Context: an optimization exercise on an open-source flow, tuned for small area and a short achievable clock period. The choices shown serve that exercise and are no tape-out recipe. In this exercise RTL edits were held to simulation tests only and were not proved equivalent to the original. No activity file was given, so power comes from the tool's default toggle rates.

File: design/flow/run.sh
#!/bin/bash
# synth_recipe.tcl (not shown) runs the flow's synth.tcl, then flattens the netlist and writes it again
# the make line also repeats each setting of config.mk as NAME=value (left out here)
make -C /OpenROAD-flow-scripts/flow DESIGN_CONFIG=/design/flow/config.mk WORK_HOME=/design/flow/orfs CLKGATE_MAP_FILE= SYNTH_SCRIPT=/design/flow/synth_recipe.tcl finish
File: design/flow/config.mk
export PLATFORM = sky130hd
export DESIGN_NAME = lru_replace_ctrl
export DESIGN_NICKNAME = lru_replace_ctrl
export VERILOG_FILES = /design/flow/design.v
export SDC_FILE = /design/flow/constraint.sdc
export NUM_CORES = 4
export LEC_CHECK = 0
export CAP_MARGIN = 20
export CORE_MARGIN = 2
export CORE_UTILIZATION = 35
export SETUP_SLACK_MARGIN = 0.5
export SLEW_MARGIN = 20
File: design/flow/constraint.sdc
create_clock -name core_clock -period 8.0 [get_ports {clk}]
set_input_delay 1.6000 -clock core_clock [delete_from_list [all_inputs] [get_ports {clk}]]
set_output_delay 1.6000 -clock core_clock [all_outputs]
set_load 0.01 [all_outputs]
File: design/flow/design.v
package lru_pkg;
    localparam int WAYS  = 8;
    localparam int IDX_W = 7;
    typedef enum logic [2:0] {
        ST_IDLE   = 3'd0,
        ST_LOOKUP = 3'd1,
        ST_REFILL = 3'd2,
        ST_UPDATE = 3'd3,
        ST_RESP   = 3'd4
    } state_e;
endpackage
module lru_victim_sel #(
    parameter int WAYS = lru_pkg::WAYS
) (
    input  logic [WAYS-1:0] i_valid,
    input  logic [WAYS-1:0] i_match,
    input  logic [WAYS-1:0] i_lru_flag,
    output logic            o_hit,
    output logic [WAYS-1:0] o_hit_way,
    output logic [WAYS-1:0] o_victim_way,
    output logic            o_multi_hit
);
    localparam logic [WAYS-1:0] TOP_WAY = {1'b1, {(WAYS-1){1'b0}}};
    logic [WAYS-1:0] vmatch;
    logic [WAYS-1:0] invalid;
    logic            flag_onehot;
    always_comb begin
        vmatch       = i_valid & i_match;
        invalid      = ~i_valid;
        flag_onehot  = (i_lru_flag != '0) &&
                       ((i_lru_flag & (i_lru_flag - WAYS'(1))) == '0);
        o_hit        = (vmatch != '0);
        o_multi_hit  = ((vmatch & (vmatch - WAYS'(1))) != '0);
        o_hit_way    = vmatch & (~vmatch + WAYS'(1));
        if (invalid != '0) begin
            o_victim_way = invalid & (~invalid + WAYS'(1));
        end else if (flag_onehot) begin
            o_victim_way = i_lru_flag;
        end else begin
            o_victim_way = TOP_WAY;
        end
    end
endmodule
module lru_replace_ctrl #(
    parameter int WAYS  = lru_pkg::WAYS,
    parameter int IDX_W = lru_pkg::IDX_W
) (
    input  logic             clk,
    input  logic             rst,
    input  logic             i_req_valid,
    output logic             o_req_ready,
    input  logic [IDX_W-1:0] i_req_addr_7,
    input  logic [WAYS-1:0]  i_req_match_8,
    output logic [IDX_W-1:0] o_lru_addr_7,
    output logic [WAYS-1:0]  o_lru_hit_way_8,
    output logic             o_lru_hit_sig,
    output logic             o_lru_update,
    input  logic [WAYS-1:0]  i_lru_flag_8,
    output logic             o_refill_valid,
    output logic [WAYS-1:0]  o_refill_way_8,
    output logic [IDX_W-1:0] o_refill_addr_7,
    input  logic             i_refill_done,
    output logic             o_resp_valid,
    output logic             o_resp_hit,
    output logic [WAYS-1:0]  o_resp_way_8,
    input  logic             i_resp_ready,
    output logic             o_multi_hit_err
);
    localparam int SETS = 1 << IDX_W;
    lru_pkg::state_e  state_q, state_d;
    logic [IDX_W-1:0] addr_q, addr_d;
    logic [WAYS-1:0]  match_q, match_d;
    logic [WAYS-1:0]  way_q, way_d;
    logic             hit_q, hit_d;
    logic             promote_q, promote_d;
    logic [WAYS-1:0]  valid_q [SETS];
    logic [WAYS-1:0]  valid_row;
    logic [WAYS-1:0]  valid_row_d;
    logic             set_valid;
    logic             accept;
    logic             sel_hit;
    logic             sel_multi;
    logic [WAYS-1:0]  sel_hit_way;
    logic [WAYS-1:0]  sel_victim_way;
    assign valid_row = valid_q[addr_q];
    assign accept    = i_req_valid && o_req_ready;
    lru_victim_sel #(.WAYS(WAYS)) u_sel (
        .i_valid      (valid_row),
        .i_match      (match_q),
        .i_lru_flag   (i_lru_flag_8),
        .o_hit        (sel_hit),
        .o_hit_way    (sel_hit_way),
        .o_victim_way (sel_victim_way),
        .o_multi_hit  (sel_multi)
    );
    always_ff @(posedge clk or posedge rst) begin
        if (rst) begin
            state_q <= lru_pkg::ST_IDLE;
        end else begin
            state_q <= state_d;
        end
    end
    always_comb begin
        state_d = state_q;
        case (state_q)
            lru_pkg::ST_IDLE:   if (accept) state_d = lru_pkg::ST_LOOKUP;
            lru_pkg::ST_LOOKUP: state_d = sel_hit ? lru_pkg::ST_UPDATE : lru_pkg::ST_REFILL;
            lru_pkg::ST_REFILL: if (i_refill_done) state_d = lru_pkg::ST_UPDATE;
            lru_pkg::ST_UPDATE: state_d = lru_pkg::ST_RESP;
            lru_pkg::ST_RESP:   if (i_resp_ready) state_d = lru_pkg::ST_IDLE;
            default:   state_d = lru_pkg::ST_IDLE;
        endcase
    end
    always_comb begin
        addr_d      = addr_q;
        match_d     = match_q;
        way_d       = way_q;
        hit_d       = hit_q;
        promote_d   = promote_q;
        if (accept) begin
            addr_d  = i_req_addr_7;
            match_d = i_req_match_8;
        end
        if (state_q == lru_pkg::ST_LOOKUP) begin
            hit_d     = sel_hit;
            way_d     = sel_hit ? sel_hit_way : sel_victim_way;
            promote_d = sel_hit || (valid_row != '1);
        end
        set_valid   = (state_q == lru_pkg::ST_REFILL) && i_refill_done;
        valid_row_d = valid_row | way_q;
    end
    always_ff @(posedge clk) begin
        addr_q    <= addr_d;
        match_q   <= match_d;
        way_q     <= way_d;
        hit_q     <= hit_d;
        promote_q <= promote_d;
    end
    always_ff @(posedge clk or posedge rst) begin
        if (rst) begin
            for (int s = 0; s < SETS; s++) begin
                valid_q[s] <= '0;
            end
        end else if (set_valid) begin
            valid_q[addr_q] <= valid_row_d;
        end
    end
    always_comb begin
        o_req_ready     = 1'b0;
        o_lru_addr_7    = '0;
        o_refill_addr_7 = '0;
        o_lru_hit_way_8 = '0;
        o_lru_hit_sig   = 1'b0;
        o_lru_update    = 1'b0;
        o_refill_valid  = 1'b0;
        o_refill_way_8  = '0;
        o_resp_valid    = 1'b0;
        o_resp_hit      = 1'b0;
        o_resp_way_8    = '0;
        o_multi_hit_err = 1'b0;
        if (state_q != lru_pkg::ST_IDLE) begin
            o_lru_addr_7    = addr_q;
            o_refill_addr_7 = addr_q;
        end
        case (state_q)
            lru_pkg::ST_IDLE:   o_req_ready = !rst;
            lru_pkg::ST_LOOKUP: o_multi_hit_err = sel_multi;
            lru_pkg::ST_REFILL: begin
                o_refill_valid = 1'b1;
                o_refill_way_8 = way_q;
            end
            lru_pkg::ST_UPDATE: begin
                o_lru_update    = 1'b1;
                o_lru_hit_sig   = promote_q;
                o_lru_hit_way_8 = promote_q ? way_q : '0;
            end
            lru_pkg::ST_RESP: begin
                o_resp_valid = 1'b1;
                o_resp_hit   = hit_q;
                o_resp_way_8 = way_q;
            end
            default: ;
        endcase
    end
endmodule
==> impl_metrics.py <==
metrics = {
    "run_status": {
        "status": "finished clean",
    },
    "clock_network": {
        "h-tree-depth": 3,
        "clk_pin_slew_ps": 60,
        "insertion_delay_ps": 820,
        "clock_path_buffers": 3,
        "clock_sinks": 1052,
        "cts_buffers": 117,
        "root_buffer": "clkbuf_16",
        "cts_tree": "built",
    },
    "synth": {
        "synth_warnings": 3,
        "synthArstFlopShare_pct": 97.6,
        "synth_top_area_share_pct": 53.2,
        "synthFlopType": "dfrtp_1",
        "synthesis.area_mm2": 0.0483,
        "synth_edf_count": 25,
        "yosys.area.top_type": "dfrtp_1",
        "synth_fp_nets": 5214,
        "synthCells": 5186,
        "seq_area_frac_synth_pct": 54.7,
        "synth_area_leaders": "dfrtp_1 (53%), o21ai_0 (11%), nand2_1 (9.5%)",
        "yosysMostFrequentCell": "nand2_1",
        "ys_ff_latch": 1052,
        "avgSynthCellArea_um2": 9.32,
        "synth_cell_types": 99,
        "synthTopCellsByCount": "nand2_1 (1228), o21ai_0 (1057), dfrtp_1 (1027), clkbuf_1 (329), nand3_1 (258)",
    },
    "global_routing": {
        "gr-total-overflow": 0,
        "grt_use_total_pct": 42.8,
        "grt_max_degree": 163,
        "grt_pass1_vias": 41700,
        "grt_pass1_wl_mm": 403,
        "antenna_found_initial": 23,
    },
    "pwr": {
        "power_density_mw_per_mm2": 267,
        "power.leakage_nw": 23.8,
        "peakVddDrop_mv": 0.176,
    },
    "setup_path": {
        "crit_type": "reg2out",
        "crit_start": "addr_q[4]",
        "critical_path.endpoint": "o_multi_hit_err",
        "cp_max_fo": 11,
        "reg2reg_slack_ps": 2150,
        "cp.required_ps": 6400,
        "ff2ff_path_depth": 14,
        "r2r_end": "valid_q[127][7]",
        "regToRegStartpoint": "addr_q[1]",
        "critical_path_arrival_ps": 5990,
        "worst_setup_path_start_kind": "register",
        "worst_setup_path_end_kind": "output port",
    },
    "final_layout": {
        "drive_above_1_share_pct": 12.3,
        "area_growth_pct": 15.4,
        "instances_no_fill": 7056,
        "finish.instance_area_mm2": 0.0558,
        "fill_cells": 13700,
        "fin_nets": 5182,
    },
    "timing": {
        "rsz0062_at_grt": "no",
        "fin_skew_ps": 48.6,
        "hold_slack_ps": 472,
        "relSlewSlack_pct": 16.8,
        "worst_pin_slew_ps": 1250,
        "fmax_ghz": 0.132,
        "slew_viol_final": 0,
        "min_period_over_period_pct": 94.9,
        "period_needed_ps": 7590,
        "finalHoldViolations": 0,
        "finalSetupViolations": 0,
    },
    "place": {
        "dp_hpwl_mm": 220,
        "gp_congestion": 1.10,
        "numPortBuffers": 72,
        "detailed_place.area_mm2": 0.0517,
        "placed_cells": 6821,
    },
    "die": {
        "dieArea_mm2": 0.141,
        "io_pins": 73,
        "die-height_um": 376,
        "die_w_um": 376,
        "core_region_area_mm2": 0.137,
        "num_rows": 136,
        "initial_core_util_pct": 35.2,
    },
    "detailed_routing": {
        "wl_per_cell_um": 43.2,
        "drtIter0Drc": 7053,
        "drtAntennaViolNets": 0,
        "drcViolationCount": 0,
        "vias": 45100,
        "avgViaCountPerCell": 6.39,
        "first_pass_iters": 8,
        "wl_mm": 305,
    },
    "job": {
        "maxCapViolCount": 0,
    },
    "worst_hold_path": {
        "min_path_type": "reg2reg",
    },
}
## critical path, stage by stage (launching register included)
cell	delay, ps
edfxtp_1	500
inv_1	680
nand2_1	820
buf_4	460
o32ai_1	890
nor3_1	120
nand4_1	210
o31ai_4	150
nor2_1	270
buf_4	180
nor3_1	40
o21ai_0	90
a31o_1	200
clkdlybuf4s50_1	540
## metal layers
layer	global-route usage, %	up-vias	wire length (um)
li1	-	18200	-
met3	11.1	783	31300
met1	57.7	23000	124000
met2	60.6	3020	125000
met4	27.9	24	24500
met5	0	-	202
## sequential cells by signal, summed over array words and instances (netlist names)
| register | flops |
|---|---|
| addr_q | 7 |
| hit_q | 1 |
| match_q | 8 |
| promote_q | 1 |
| state_q | 3 |
| valid_q | 1024 |
| way_q | 8 |
## area by class of cell
cell class                 count  area, um2  area share (%)
tap                         1794       2240            4.02
sequential                  1052      26500            47.4
clock buffer                 169       3340            5.99
multi-input combinational   3634      20000            35.8
inverter                      21       82.6           0.148
clock inverter                46        543           0.974
timing repair buffer         328       3090            5.53
antenna                       12       30.0          0.0538
## layout by cell type, fill, tap and decap left out, types with 23 or more instances in the layout
cell             netlist  final
dfrtp_1             1027   1027
mux2i_1               28     28
nand3b_1              37     37
clkbuf_16              0    117
nand4_1               82     82
nor2_1                61     49
and2_1                26     23
o21ai_0             1057   1057
nand2_1             1228   1224
a32oi_1               26     26
nand3_1              258    258
and3_1                50     48
buf_4                 33    215
a22oi_1              153    152
a21oi_1               42     42
clkdlybuf4s50_1        0     72
o211ai_1              52     52
and3b_1               30     27
nor3b_1               46     38
mux2_2                98     98
o22ai_1               28     28
buf_12                 0     32
clkbuf_1             329     30
edfxtp_1              25     25
## worst min path at each step
stage	start	end	depth (start not counted)
2_1_floorplan	valid_q[0][0]	valid_q[0][0]	1
3_3_place_gp	valid_q[98][7]	valid_q[98][7]	2
3_5_place_dp	valid_q[34][4]	valid_q[34][4]	2
4_1_cts	valid_q[34][4]	valid_q[34][4]	2
5_1_grt	valid_q[18][3]	valid_q[18][3]	2
6_report	valid_q[15][5]	valid_q[15][5]	2
## kinds of logic (layout without fill, tap and decap cells)
family                   Yosys count  count (layout)  share of synthesized area, %
buffers and inverters            500             564                          4.68
other                              0              12                             0
AO/OA/AOI/OAI                   1539            1539                          18.6
adder cells (fa/ha/maj)            2               2                        0.0440
flip-flops                      1052            1052                          54.7
multiplexers                     131             131                          3.01
AND/OR/NAND/NOR                 1961            1961                          18.9
XOR/XNOR                           1               1                        0.0181
## power breakdown
group / switching, mW / leakage, nW / internal (mW)
combinational: 2.06 / 7.41 / 0.722
clock: 2.43 / 1.90 / 3.19
sequential: 0.592 / 14.5 / 5.88
## repair_timing
| action | in CTS | in global routing |
|---|---|---|
| buffers inserted | 2 | 3 |
| cloned | 0 | 0 |
| endpoints found under the hold margin | 0 | 0 |
| hold buffers | 0 | 0 |
| gates resized for setup | 6 | 4 |
| pin swaps | 2 | 2 |
| setup endpoints to repair | 1 | 1 |
## metrics by stage
step | total power [mW] | util (%) | setup TNS (ps) | setup WS, ps
global placement | 9.18 | 37.6 | -323 | -323
detailed placement | 9.21 | 37.7 | 0 | 983
finish | 14.9 | 40.6 | 0 | 406
floorplan | 7.53 | - | -7965310 | -7760
global route | 15.2 | 40.6 | 0 | 505
CTS | 14.8 | 40.5 | 0 | 523

## afterwards: timing with drivers on the ports
The results above use ideal ports. As a check the final layout listed here was re-extracted and re-timed, cells and wires unchanged.
Step 1 assumes that a clkbuf_16 drives the clock port and a buf_2 every other input.
Step 2 moves the port delays by t, midway between the first and last clock arrival at a register: inputs arrive t later, outputs are due t later. That takes back most of the time a late clock gives input paths.
a / b / c = no drivers / after step 1 / after step 2; a / b = the first two.
t (ns): 0.872
setup WS [ns]: 0.406 / 0.327 / 1.199
worst slew at a driven data input, ns: 0.04
After both steps this run still meets setup and hold. For this run, drivers alone change the setup slack by -0.079 ns; drivers and shift together by +0.793 ns.
